This is an optimization exercise on Yosys and OpenROAD, whose aim is small area, a short achievable clock period and few clock cycles per item, not a production implementation. At most, simulation tests tie the RTL to the original design; equivalence was not proved. No activity file was given, so power comes from the tool's default toggle rates. The clock port is modelled as an ideal driver; clocking choices that lean on that would not hold on a real chip.

==> inputs of job 5672 <==
==> flow/design.v <==
package bvlq_pkg;
	localparam int unsigned MAX_BITS   = 1024;
	localparam int unsigned BLOCK_BITS = 64;
	localparam int unsigned NUM_BLOCKS = MAX_BITS / BLOCK_BITS;
	localparam int unsigned NUM_ROWS   = NUM_BLOCKS - 1;    
	localparam int unsigned POS_W      = 11;
	localparam int unsigned OFF_W      = $clog2(BLOCK_BITS);
	localparam int unsigned BLK_W      = $clog2(NUM_BLOCKS);
	localparam int unsigned FUNC_W     = 2;
	localparam int unsigned STAT_W     = 2;
	localparam logic [FUNC_W-1:0] FUNC_APPEND = 2'd0;
	localparam logic [FUNC_W-1:0] FUNC_SET    = 2'd1;
	localparam logic [FUNC_W-1:0] FUNC_QUERY  = 2'd2;
	localparam logic [STAT_W-1:0] ST_OK    = 2'd0;
	localparam logic [STAT_W-1:0] ST_BOUND = 2'd1;
	localparam logic [STAT_W-1:0] ST_RANGE = 2'd2;
	typedef logic [BLOCK_BITS-1:0] word_t;
	typedef logic [NUM_ROWS-1:0]   rows_t;
	typedef logic [POS_W-1:0]      pos_t;
	typedef logic [BLK_W-1:0]      blk_t;
	typedef logic [OFF_W-1:0]      off_t;
endpackage
module bvlq_store (
	input  logic              clk,
	input  logic              we,
	input  bvlq_pkg::blk_t    waddr,
	input  bvlq_pkg::word_t   wdata,
	input  bvlq_pkg::rows_t   rsel,
	output bvlq_pkg::word_t   rdata,
	output bvlq_pkg::rows_t   nz
);
	bvlq_pkg::word_t rows_q [bvlq_pkg::NUM_ROWS];
	bvlq_pkg::rows_t nz_q;
	logic            wnz;
	assign wnz = |wdata;
	for (genvar k = 0; k < bvlq_pkg::NUM_ROWS; k++) begin : g_row
		always_ff @(posedge clk) begin
			if (we && (waddr == bvlq_pkg::blk_t'(k))) begin
				rows_q[k] <= wdata;
				nz_q[k]   <= wnz;
			end
		end
	end
	always_comb begin
		rdata = '0;
		for (int k = 0; k < bvlq_pkg::NUM_ROWS; k++) begin
			rdata = rdata | (rows_q[k] & {bvlq_pkg::BLOCK_BITS{rsel[k]}});
		end
	end
	assign nz = nz_q;
endmodule
module bvlq_top #(
	parameter int unsigned W  = 64,
	parameter int unsigned IW = $clog2(W)
) (
	input  logic [W-1:0]  w,
	output logic          hit,
	output logic [IW-1:0] idx
);
	logic          h [IW+1][W];
	logic [IW-1:0] x [IW+1][W];
	always_comb begin
		for (int i = 0; i < W; i++) begin
			h[0][i] = w[i];
			x[0][i] = '0;
		end
		for (int l = 0; l < IW; l++) begin
			for (int i = 0; i < W; i++) begin
				h[l+1][i] = 1'b0;
				x[l+1][i] = '0;
			end
			for (int i = 0; i < (W >> (l + 1)); i++) begin
				h[l+1][i] = h[l][2*i] | h[l][2*i+1];
				x[l+1][i] = h[l][2*i+1] ? x[l][2*i+1] : x[l][2*i];
				x[l+1][i][l] = h[l][2*i+1];
			end
		end
		hit = h[IW][0];
		idx = x[IW][0];
	end
endmodule
module bit_vector_last_one_query_core (
	input  logic                           clk,
	input  logic                           arst_n,
	input  logic                           in_valid,
	output logic                           in_stall,
	input  logic [bvlq_pkg::FUNC_W-1:0]    func,
	input  logic                           bit_value,
	input  logic [bvlq_pkg::POS_W-1:0]     query_pos,
	output logic                           out_valid,
	input  logic                           out_stall,
	output logic [bvlq_pkg::POS_W-1:0]     last_one_pos,
	output logic                           found,
	output logic [bvlq_pkg::STAT_W-1:0]    status
);
	localparam int unsigned NR = bvlq_pkg::NUM_ROWS;
	localparam int unsigned BB = bvlq_pkg::BLOCK_BITS;
	localparam int unsigned OW = bvlq_pkg::OFF_W;
	localparam int unsigned BW = bvlq_pkg::BLK_W;
	localparam int unsigned NG = BB / 8;
	localparam int unsigned GW = $clog2(NG);
	logic hold_q;    
	logic miss_q;    
	logic stall_q;   
	logic run_ab;
	logic                        a_valid_q;
	logic [bvlq_pkg::FUNC_W-1:0] a_func_q;
	logic                        a_bit_q;
	bvlq_pkg::pos_t              a_pos_q;
	assign run_ab   = !stall_q;
	assign in_stall = stall_q;
	always_ff @(posedge clk or negedge arst_n) begin
		if (!arst_n) begin
			a_valid_q <= 1'b0;
		end else if (run_ab) begin
			a_valid_q <= in_valid;
		end
	end
	always_ff @(posedge clk) begin
		if (run_ab) begin
			a_func_q <= func;
			a_bit_q  <= bit_value;
			a_pos_q  <= query_pos;
		end
	end
	bvlq_pkg::pos_t  len_q;      
	logic            empty_q;    
	bvlq_pkg::blk_t  tblk_q;     
	bvlq_pkg::word_t tail_q;     
	logic a_go;
	logic is_app, is_set, is_qry;
	logic full, at_bnd;
	logic app_ok, set_ok, commit;
	bvlq_pkg::off_t  app_off, set_off;
	logic [bvlq_pkg::STAT_W-1:0] a_stat;
	logic            a_rng;
	logic            a_qv;
	bvlq_pkg::pos_t  a_pm1;
	bvlq_pkg::blk_t  a_blk;
	logic            a_tail;
	assign a_go   = a_valid_q && run_ab;
	assign is_app = (a_func_q == bvlq_pkg::FUNC_APPEND);
	assign is_set = (a_func_q == bvlq_pkg::FUNC_SET);
	assign is_qry = (a_func_q == bvlq_pkg::FUNC_QUERY);
	assign full   = len_q[bvlq_pkg::POS_W-1];
	assign at_bnd = (len_q[OW-1:0] == '0) && !empty_q;
	assign app_ok = a_go && is_app && !full;
	assign set_ok = a_go && is_set && !empty_q;
	assign commit = app_ok && at_bnd;
	assign app_off = len_q[OW-1:0];
	assign set_off = len_q[OW-1:0] - bvlq_pkg::off_t'(1);
	assign a_rng  = (a_pos_q > len_q);
	assign a_pm1  = a_pos_q - bvlq_pkg::pos_t'(1);
	assign a_blk  = a_pm1[bvlq_pkg::POS_W-2:OW];
	assign a_tail = (a_blk == tblk_q);
	assign a_qv   = is_qry && (a_pos_q != '0) && !a_rng;
	always_comb begin
		a_stat = bvlq_pkg::ST_OK;
		if (is_app && full) a_stat = bvlq_pkg::ST_BOUND;
		if (is_set && empty_q) a_stat = bvlq_pkg::ST_BOUND;
		if (is_qry && a_rng) a_stat = bvlq_pkg::ST_RANGE;
	end
	always_ff @(posedge clk or negedge arst_n) begin
		if (!arst_n) begin
			len_q   <= '0;
			empty_q <= 1'b1;
			tblk_q  <= '0;
		end else if (app_ok) begin
			len_q   <= len_q + bvlq_pkg::pos_t'(1);
			empty_q <= 1'b0;
			tblk_q  <= len_q[bvlq_pkg::POS_W-2:OW];
		end
	end
	for (genvar i = 0; i < BB; i++) begin : g_tail
		always_ff @(posedge clk) begin
			if ((app_ok && (app_off == bvlq_pkg::off_t'(i)))
			    || (set_ok && (set_off == bvlq_pkg::off_t'(i)))) begin
				tail_q[i] <= a_bit_q;
			end
		end
	end
	bvlq_pkg::rows_t psel, nz;
	bvlq_pkg::word_t pdata;
	bvlq_store u_store (
		.clk   (clk),
		.we    (commit),
		.waddr (tblk_q),
		.wdata (tail_q),
		.rsel  (psel),
		.rdata (pdata),
		.nz    (nz)
	);
	logic                        b_valid_q;
	logic [bvlq_pkg::STAT_W-1:0] b_stat_q;
	logic                        b_qv_q;
	logic                        b_tail_q;
	bvlq_pkg::blk_t              b_blk_q;
	bvlq_pkg::off_t              b_off_q;
	bvlq_pkg::rows_t             b_sel_q;
	always_ff @(posedge clk or negedge arst_n) begin
		if (!arst_n) begin
			b_valid_q <= 1'b0;
		end else if (run_ab) begin
			b_valid_q <= a_valid_q;
		end
	end
	always_ff @(posedge clk) begin
		if (run_ab) begin
			b_stat_q <= a_stat;
			b_qv_q   <= a_qv;
			b_tail_q <= a_tail;
			b_blk_q  <= a_blk;
			b_off_q  <= a_pm1[OW-1:0];
			for (int k = 0; k < NR; k++) begin
				b_sel_q[k] <= a_qv && !a_tail && (a_blk == bvlq_pkg::blk_t'(k));
			end
		end
	end
	bvlq_pkg::rows_t c_h_q;
	bvlq_pkg::word_t b_word, b_mask;
	logic            b_hit;
	assign psel   = miss_q ? c_h_q : b_sel_q;
	assign b_word = pdata | (tail_q & {BB{b_tail_q && !miss_q}});
	bvlq_pkg::off_t b_moff;
	assign b_moff = b_off_q | {OW{miss_q}};
	always_comb begin
		for (int i = 0; i < BB; i++) begin
			b_mask[i] = (bvlq_pkg::off_t'(i) <= b_moff);
		end
	end
	logic [NG-1:0] b_ghit;
	logic [NG-1:0][2:0] b_gidx;
	for (genvar g = 0; g < NG; g++) begin : g_grp
		bvlq_top #(.W(8)) u_top_g (
			.w   (b_word[8*g +: 8] & b_mask[8*g +: 8]),
			.hit (b_ghit[g]),
			.idx (b_gidx[g])
		);
	end
	assign b_hit = |b_ghit;
	logic [bvlq_pkg::NUM_BLOCKS-1:0] b_nzm;
	logic                            b_hit2;
	bvlq_pkg::blk_t                  b_j;
	bvlq_pkg::rows_t                 b_h;
	always_comb begin
		b_nzm = '0;
		for (int k = 0; k < NR; k++) begin
			b_nzm[k] = nz[k] && (bvlq_pkg::blk_t'(k) < b_blk_q);
		end
	end
	bvlq_top #(.W(bvlq_pkg::NUM_BLOCKS)) u_top_j (
		.w   (b_nzm),
		.hit (b_hit2),
		.idx (b_j)
	);
	always_comb begin
		for (int k = 0; k < NR; k++) begin
			b_h[k] = b_hit2 && (b_j == bvlq_pkg::blk_t'(k));
		end
	end
	logic                        c_valid_q;
	logic [bvlq_pkg::STAT_W-1:0] c_stat_q;
	logic                        c_qv_q;
	logic [NG-1:0]               c_ghit_q;
	logic [NG-1:0][2:0]          c_gidx_q;
	bvlq_pkg::blk_t              c_blk_q;
	bvlq_pkg::blk_t              c_j_q;
	logic miss_d, hold_d;
	always_ff @(posedge clk or negedge arst_n) begin
		if (!arst_n) begin
			c_valid_q <= 1'b0;
			miss_q    <= 1'b0;
			stall_q   <= 1'b0;
		end else begin
			if (run_ab) begin
				c_valid_q <= b_valid_q;
			end
			if (!hold_q) begin
				miss_q <= miss_d;
			end
			stall_q <= hold_d || (hold_q ? miss_q : miss_d);
		end
	end
	assign miss_d = !miss_q && b_valid_q && b_qv_q && !b_hit && b_hit2;
	always_ff @(posedge clk) begin
		if (!hold_q) begin
			c_ghit_q <= b_ghit;
			c_gidx_q <= b_gidx;
			c_blk_q  <= miss_q ? c_j_q : b_blk_q;
		end
		if (run_ab) begin
			c_stat_q <= b_stat_q;
			c_qv_q   <= b_qv_q;
			c_j_q    <= b_j;
			c_h_q    <= b_h;
		end
	end
	logic                c_found;
	logic [GW-1:0]       c_g;
	logic [2:0]          c_l;
	bvlq_pkg::pos_t      c_pos;
	always_comb begin
		c_g = '0;
		for (int g = 0; g < NG; g++) begin
			if (c_ghit_q[g]) c_g = GW'(g);
		end
		c_l = c_gidx_q[c_g];
	end
	assign c_found = c_qv_q && (|c_ghit_q);
	assign c_pos   = c_found
		? (bvlq_pkg::pos_t'({c_blk_q, c_g, c_l}) + bvlq_pkg::pos_t'(1)) : '0;
	logic                        o_valid_q;
	bvlq_pkg::pos_t              o_pos_q;
	logic                        o_found_q;
	logic [bvlq_pkg::STAT_W-1:0] o_stat_q;
	bvlq_pkg::pos_t              k_pos_q;
	logic                        k_found_q;
	logic [bvlq_pkg::STAT_W-1:0] k_stat_q;
	logic take, produce, o_load;
	assign take    = o_valid_q && !out_stall;
	assign produce = c_valid_q && run_ab;
	assign hold_d  = hold_q ? !take : (produce && !o_load);
	assign o_load  = !o_valid_q || !out_stall;
	always_ff @(posedge clk or negedge arst_n) begin
		if (!arst_n) begin
			o_valid_q <= 1'b0;
			hold_q    <= 1'b0;
		end else begin
			if (o_load) begin
				o_valid_q <= hold_q || produce;
			end
			hold_q <= hold_d;
		end
	end
	always_ff @(posedge clk) begin
		if (o_load) begin
			if (hold_q) begin
				o_pos_q   <= k_pos_q;
				o_found_q <= k_found_q;
				o_stat_q  <= k_stat_q;
			end else begin
				o_pos_q   <= c_pos;
				o_found_q <= c_found;
				o_stat_q  <= c_stat_q;
			end
		end
		if (!hold_q) begin
			k_pos_q   <= c_pos;
			k_found_q <= c_found;
			k_stat_q  <= c_stat_q;
		end
	end
	assign out_valid    = o_valid_q;
	assign last_one_pos = o_pos_q;
	assign found        = o_found_q;
	assign status       = o_stat_q;
endmodule
==> flow/run.sh <==
#!/bin/bash
# synth_recipe.tcl (not shown) runs the flow's synth.tcl, then flattens the netlist and writes it again
# the make line also repeats each setting of config.mk as NAME=value (left out here)
make -C /OpenROAD-flow-scripts/flow DESIGN_CONFIG=/design/flow/config.mk WORK_HOME=/design/flow/orfs CLKGATE_MAP_FILE= SYNTH_SCRIPT=/design/flow/synth_recipe.tcl finish
==> flow/config.mk <==
export PLATFORM = sky130hd
export DESIGN_NAME = bit_vector_last_one_query_core
export DESIGN_NICKNAME = bit_vector_last_one_query_core
export VERILOG_FILES = /design/flow/design.v
export SDC_FILE = /design/flow/constraint.sdc
export NUM_CORES = 4
export LEC_CHECK = 0
export CAP_MARGIN = 20
export CORE_MARGIN = 2
export CORE_UTILIZATION = 35
export SETUP_SLACK_MARGIN = 5
export SLEW_MARGIN = 20
export SYNTH_MEMORY_MAX_BITS = 8192
==> flow/constraint.sdc <==
create_clock -name core_clock -period 10.0 [get_ports {clk}]
set_input_delay 2.0000 -clock core_clock [delete_from_list [all_inputs] [get_ports {clk}]]
set_output_delay 2.0000 -clock core_clock [all_outputs]
set_load 0.01 [all_outputs]
==> job 626: changes against job 5672 <==
==> flow/design.v, changed modules only <==
module bvlq_store (
	input  logic              clk,
	input  bvlq_pkg::rows_t   we,
	input  bvlq_pkg::word_t   wdata,
	input  bvlq_pkg::rows_t   rsel,
	output bvlq_pkg::word_t   rdata,
	output bvlq_pkg::rows_t   nz,
	input  bvlq_pkg::blk_t    taddr,
	output bvlq_pkg::off_t    rtop
);
	bvlq_pkg::word_t rows_q [bvlq_pkg::NUM_ROWS];
	bvlq_pkg::rows_t nz_q;
	bvlq_pkg::off_t  top_q [bvlq_pkg::NUM_ROWS];
	logic            wnz;
	bvlq_pkg::off_t  wtop;
	bvlq_top #(.W(bvlq_pkg::BLOCK_BITS)) u_top_w (
		.w   (wdata),
		.hit (wnz),
		.idx (wtop)
	);
	for (genvar k = 0; k < bvlq_pkg::NUM_ROWS; k++) begin : g_row
		always_ff @(posedge clk) begin
			if (we[k]) begin
				rows_q[k] <= wdata;
				nz_q[k]   <= wnz;
				top_q[k]  <= wtop;
			end
		end
	end
	always_comb begin
		rdata = '0;
		for (int k = 0; k < bvlq_pkg::NUM_ROWS; k++) begin
			rdata = rdata | (rows_q[k] & {bvlq_pkg::BLOCK_BITS{rsel[k]}});
		end
	end
	assign nz   = nz_q;
	assign rtop = (taddr < bvlq_pkg::blk_t'(bvlq_pkg::NUM_ROWS)) ? top_q[taddr] : '0;
endmodule
module bit_vector_last_one_query_core (
	input  logic                           clk,
	input  logic                           arst_n,
	input  logic                           in_valid,
	output logic                           in_stall,
	input  logic [bvlq_pkg::FUNC_W-1:0]    func,
	input  logic                           bit_value,
	input  logic [bvlq_pkg::POS_W-1:0]     query_pos,
	output logic                           out_valid,
	input  logic                           out_stall,
	output logic [bvlq_pkg::POS_W-1:0]     last_one_pos,
	output logic                           found,
	output logic [bvlq_pkg::STAT_W-1:0]    status
);
	localparam int unsigned NR = bvlq_pkg::NUM_ROWS;
	localparam int unsigned BB = bvlq_pkg::BLOCK_BITS;
	localparam int unsigned OW = bvlq_pkg::OFF_W;
	localparam int unsigned BW = bvlq_pkg::BLK_W;
	localparam int unsigned NG = BB / 8;
	localparam int unsigned GW = $clog2(NG);
	logic hold_q;    
	logic stall_q;   
	logic run_ab;
	logic                        a_valid_q;
	logic [bvlq_pkg::FUNC_W-1:0] a_func_q;
	logic                        a_bit_q;
	bvlq_pkg::pos_t              a_pos_q;
	assign run_ab   = !hold_q;
	assign in_stall = stall_q;
	always_ff @(posedge clk or negedge arst_n) begin
		if (!arst_n) begin
			a_valid_q <= 1'b0;
		end else if (run_ab) begin
			a_valid_q <= in_valid;
		end
	end
	always_ff @(posedge clk) begin
		if (run_ab) begin
			a_func_q <= func;
			a_bit_q  <= bit_value;
			a_pos_q  <= query_pos;
		end
	end
	bvlq_pkg::pos_t  len_q;      
	logic            empty_q;    
	logic            bnd_q;      
	bvlq_pkg::blk_t  tblk_q;     
	bvlq_pkg::word_t tail_q;     
	logic a_go;
	logic is_app, is_set, is_qry;
	logic full;
	logic app_ok, set_ok;
	bvlq_pkg::off_t  app_off, set_off;
	logic [bvlq_pkg::STAT_W-1:0] a_stat;
	logic            a_rng;
	logic            a_qv;
	bvlq_pkg::pos_t  a_pm1;
	bvlq_pkg::blk_t  a_blk;
	logic            a_tail;
	assign a_go   = a_valid_q && run_ab;
	assign is_app = (a_func_q == bvlq_pkg::FUNC_APPEND);
	assign is_set = (a_func_q == bvlq_pkg::FUNC_SET);
	assign is_qry = (a_func_q == bvlq_pkg::FUNC_QUERY);
	assign full   = len_q[bvlq_pkg::POS_W-1];
	assign app_ok = a_go && is_app && !full;
	assign set_ok = a_go && is_set && !empty_q;
	logic            bnd_n, full_n;
	bvlq_pkg::blk_t  tblk_n;
	bvlq_pkg::rows_t wr_q;
	assign bnd_n  = app_ok ? (len_q[OW-1:0] == '1) : bnd_q;
	assign full_n = app_ok ? (len_q == bvlq_pkg::pos_t'(bvlq_pkg::MAX_BITS - 1)) : full;
	assign tblk_n = app_ok ? len_q[bvlq_pkg::POS_W-2:OW] : tblk_q;
	always_ff @(posedge clk or negedge arst_n) begin
		if (!arst_n) begin
			wr_q <= '0;
		end else if (run_ab) begin
			for (int k = 0; k < NR; k++) begin
				wr_q[k] <= in_valid && (func == bvlq_pkg::FUNC_APPEND) && bnd_n && !full_n
					&& (tblk_n == bvlq_pkg::blk_t'(k));
			end
		end
	end
	assign app_off = len_q[OW-1:0];
	assign set_off = len_q[OW-1:0] - bvlq_pkg::off_t'(1);
	assign a_rng  = (a_pos_q > len_q);
	assign a_pm1  = a_pos_q - bvlq_pkg::pos_t'(1);
	assign a_blk  = a_pm1[bvlq_pkg::POS_W-2:OW];
	assign a_tail = (a_blk == tblk_q);
	assign a_qv   = is_qry && (a_pos_q != '0) && !a_rng;
	always_comb begin
		a_stat = bvlq_pkg::ST_OK;
		if (is_app && full) a_stat = bvlq_pkg::ST_BOUND;
		if (is_set && empty_q) a_stat = bvlq_pkg::ST_BOUND;
		if (is_qry && a_rng) a_stat = bvlq_pkg::ST_RANGE;
	end
	always_ff @(posedge clk or negedge arst_n) begin
		if (!arst_n) begin
			len_q   <= '0;
			empty_q <= 1'b1;
			bnd_q   <= 1'b0;
			tblk_q  <= '0;
		end else if (app_ok) begin
			len_q   <= len_q + bvlq_pkg::pos_t'(1);
			empty_q <= 1'b0;
			bnd_q   <= (len_q[OW-1:0] == '1);
			tblk_q  <= len_q[bvlq_pkg::POS_W-2:OW];
		end
	end
	for (genvar i = 0; i < BB; i++) begin : g_tail
		always_ff @(posedge clk) begin
			if ((app_ok && (app_off == bvlq_pkg::off_t'(i)))
			    || (set_ok && (set_off == bvlq_pkg::off_t'(i)))) begin
				tail_q[i] <= a_bit_q;
			end
		end
	end
	bvlq_pkg::rows_t nz;
	bvlq_pkg::blk_t  ptop_addr;
	bvlq_pkg::off_t  ptop;
	bvlq_pkg::word_t pdata;
	bvlq_store u_store (
		.clk   (clk),
		.we    (wr_q & {NR{run_ab}}),
		.wdata (tail_q),
		.rsel  (b_sel_q),
		.rdata (pdata),
		.nz    (nz),
		.taddr (ptop_addr),
		.rtop  (ptop)
	);
	logic                        b_valid_q;
	logic [bvlq_pkg::STAT_W-1:0] b_stat_q;
	logic                        b_qv_q;
	logic                        b_tail_q;
	bvlq_pkg::blk_t              b_blk_q;
	bvlq_pkg::rows_t             b_sel_q;
	bvlq_pkg::off_t              b_off_q;
	always_ff @(posedge clk or negedge arst_n) begin
		if (!arst_n) begin
			b_valid_q <= 1'b0;
		end else if (run_ab) begin
			b_valid_q <= a_valid_q;
		end
	end
	always_ff @(posedge clk) begin
		if (run_ab) begin
			b_stat_q <= a_stat;
			b_qv_q   <= a_qv;
			b_tail_q <= a_tail;
			b_blk_q  <= a_blk;
			for (int k = 0; k < NR; k++) begin
				b_sel_q[k] <= a_qv && !a_tail && (a_blk == bvlq_pkg::blk_t'(k));
			end
			b_off_q  <= a_pm1[OW-1:0];
		end
	end
	bvlq_pkg::word_t b_word, b_mask;
	assign b_word = pdata | (tail_q & {BB{b_tail_q}});
	always_comb begin
		for (int i = 0; i < BB; i++) begin
			b_mask[i] = (bvlq_pkg::off_t'(i) <= b_off_q);
		end
	end
	logic [NG-1:0] b_ghit;
	logic [NG-1:0][2:0] b_gidx;
	for (genvar g = 0; g < NG; g++) begin : g_grp
		bvlq_top #(.W(8)) u_top_g (
			.w   (b_word[8*g +: 8] & b_mask[8*g +: 8]),
			.hit (b_ghit[g]),
			.idx (b_gidx[g])
		);
	end
	logic [bvlq_pkg::NUM_BLOCKS-1:0] b_nzm;
	logic                            b_hit2;
	bvlq_pkg::blk_t                  b_j;
	always_comb begin
		b_nzm = '0;
		for (int k = 0; k < NR; k++) begin
			b_nzm[k] = nz[k] && (bvlq_pkg::blk_t'(k) < b_blk_q);
		end
	end
	bvlq_top #(.W(bvlq_pkg::NUM_BLOCKS)) u_top_j (
		.w   (b_nzm),
		.hit (b_hit2),
		.idx (b_j)
	);
	assign ptop_addr = b_j;
	logic                        c_valid_q;
	logic [bvlq_pkg::STAT_W-1:0] c_stat_q;
	logic                        c_qv_q;
	logic [NG-1:0]               c_ghit_q;
	logic [NG-1:0][2:0]          c_gidx_q;
	bvlq_pkg::blk_t              c_blk_q;
	logic                        c_hit2_q;
	bvlq_pkg::blk_t              c_j_q;
	bvlq_pkg::off_t              c_jtop_q;
	always_ff @(posedge clk or negedge arst_n) begin
		if (!arst_n) begin
			c_valid_q <= 1'b0;
		end else if (run_ab) begin
			c_valid_q <= b_valid_q;
		end
	end
	always_ff @(posedge clk) begin
		if (run_ab) begin
			c_stat_q <= b_stat_q;
			c_qv_q   <= b_qv_q;
			c_ghit_q <= b_ghit;
			c_gidx_q <= b_gidx;
			c_blk_q  <= b_blk_q;
			c_hit2_q <= b_hit2;
			c_j_q    <= b_j;
			c_jtop_q <= ptop;
		end
	end
	logic                c_hit1;
	logic                c_found;
	logic [GW-1:0]       c_g;
	logic [2:0]          c_l;
	bvlq_pkg::pos_t      c_idx;
	bvlq_pkg::pos_t      c_pos;
	always_comb begin
		c_g = '0;
		for (int g = 0; g < NG; g++) begin
			if (c_ghit_q[g]) c_g = GW'(g);
		end
		c_l = c_gidx_q[c_g];
	end
	assign c_hit1  = |c_ghit_q;
	assign c_found = c_qv_q && (c_hit1 || c_hit2_q);
	assign c_idx   = c_hit1 ? bvlq_pkg::pos_t'({c_blk_q, c_g, c_l})
		: bvlq_pkg::pos_t'({c_j_q, c_jtop_q});
	assign c_pos   = c_found ? (c_idx + bvlq_pkg::pos_t'(1)) : '0;
	logic hold_d;
	always_ff @(posedge clk or negedge arst_n) begin
		if (!arst_n) begin
			stall_q <= 1'b0;
		end else begin
			stall_q <= hold_d;
		end
	end
	logic                        o_valid_q;
	bvlq_pkg::pos_t              o_pos_q;
	logic                        o_found_q;
	logic [bvlq_pkg::STAT_W-1:0] o_stat_q;
	bvlq_pkg::pos_t              k_pos_q;
	logic                        k_found_q;
	logic [bvlq_pkg::STAT_W-1:0] k_stat_q;
	logic take, produce, o_load;
	assign take    = o_valid_q && !out_stall;
	assign produce = c_valid_q && run_ab;
	assign hold_d  = hold_q ? !take : (produce && !o_load);
	assign o_load  = !o_valid_q || !out_stall;
	always_ff @(posedge clk or negedge arst_n) begin
		if (!arst_n) begin
			o_valid_q <= 1'b0;
			hold_q    <= 1'b0;
		end else begin
			if (o_load) begin
				o_valid_q <= hold_q || produce;
			end
			hold_q <= hold_d;
		end
	end
	always_ff @(posedge clk) begin
		if (o_load) begin
			if (hold_q) begin
				o_pos_q   <= k_pos_q;
				o_found_q <= k_found_q;
				o_stat_q  <= k_stat_q;
			end else begin
				o_pos_q   <= c_pos;
				o_found_q <= c_found;
				o_stat_q  <= c_stat_q;
			end
		end
		if (!hold_q) begin
			k_pos_q   <= c_pos;
			k_found_q <= c_found;
			k_stat_q  <= c_stat_q;
		end
	end
	assign out_valid    = o_valid_q;
	assign last_one_pos = o_pos_q;
	assign found        = o_found_q;
	assign status       = o_stat_q;
endmodule
==> flow/flow/run.sh (new file) <==
#!/bin/bash
set -euo pipefail
MARGIN=$(cat flow/margin.txt)
CTS=$(cat flow/cts_args.txt)
bash standard.sh SETUP_SLACK_MARGIN="$MARGIN" "CTS_ARGS=$CTS" finish > make_finish.log 2>&1
==> flow/flow/cts_args.txt (new file) <==
-sink_clustering_enable -repair_clock_nets -dont_use_dummy_load -sink_clustering_size 30 -sink_clustering_max_diameter 90
==> flow/flow/margin.txt (new file) <==
6.5
==> flow/standard.sh (new file) <==
#!/bin/bash
# synth_recipe.tcl (not shown) runs the flow's synth.tcl, then flattens the netlist and writes it again
# the make line also repeats each setting of config.mk as NAME=value (left out here)
make -C /OpenROAD-flow-scripts/flow DESIGN_CONFIG=/design/flow/config.mk WORK_HOME=/design/flow/orfs CLKGATE_MAP_FILE= SYNTH_SCRIPT=/design/flow/synth_recipe.tcl "${@:-finish}"
removed: flow/run.sh
==> notes <==
Of job 5672 and job 626, job 626 has the higher die area (gap 5.4%, measured against job 626).
Of job 626 and job 5672, job 626 has the higher sequential share of layout area (gap 4.8 points).
In job 5672 the global-route usage is higher than in job 626, by 3.7 points.
In job 626 the combinational power is smaller than in job 5672, by about 4%.
Of job 5672 and job 626, job 5672 has the higher non-clock buffer count (gap 20).
Against job 5672, the worst setup slack of job 626 is better by 1.5 ns.
Of job 5672 and job 626, job 5672 has the higher worst hold slack (gap 0.024 ns).
Between job 626 and job 5672, the lower critical path depth is in job 626 (gap 2).
In job 626 the sequential power is larger than in job 5672, by 4.6%.
Job 5672 completed with no timing, DRC or antenna violations. Job 626 finished clean.
Of job 5672 and job 626, job 626 has the higher synthesized area (gap about 5.4%, measured against job 626).
Of job 626 and job 5672, job 626 has the higher clock skew (gap 0.024 ns).
Testbench counts of job 626, summed over its fixed seeds: cycles 12,832, items 12,800.
Only the layout flow was run in job 5672; the RTL was not checked for function there.

[separate check: timing with driven ports]
How much do the figures lean on ideal ports? The routed layouts below were timed once more, with nothing changed but the port constraints. Step 1, drivers: a clkbuf_16 drives clk and a buf_2 each remaining input, both assumed. Step 2 times the ports against the registers' clock, not the clock port: input delays grow and output delays shrink by t, the midpoint of the rising clock arrivals with the driver on. Three values: ideal ports, drivers, drivers and shift; two values: the first two.
run	t, ns	slack for setup (ns)	latest minus earliest clock arrival (ns)	worst register clock-pin slew, ns
job 5672	0.812	5.082 / 5.082 / 5.082	0.040 / 0.040	0.07 / 0.07
job 626	0.747	6.574 / 6.520 / 6.108	0.072 / 0.072	0.12 / 0.12
After both steps every run listed still meets setup and hold. For job 626, which loses most, drivers alone change the setup slack by -0.054 ns; drivers and shift together by -0.466 ns.
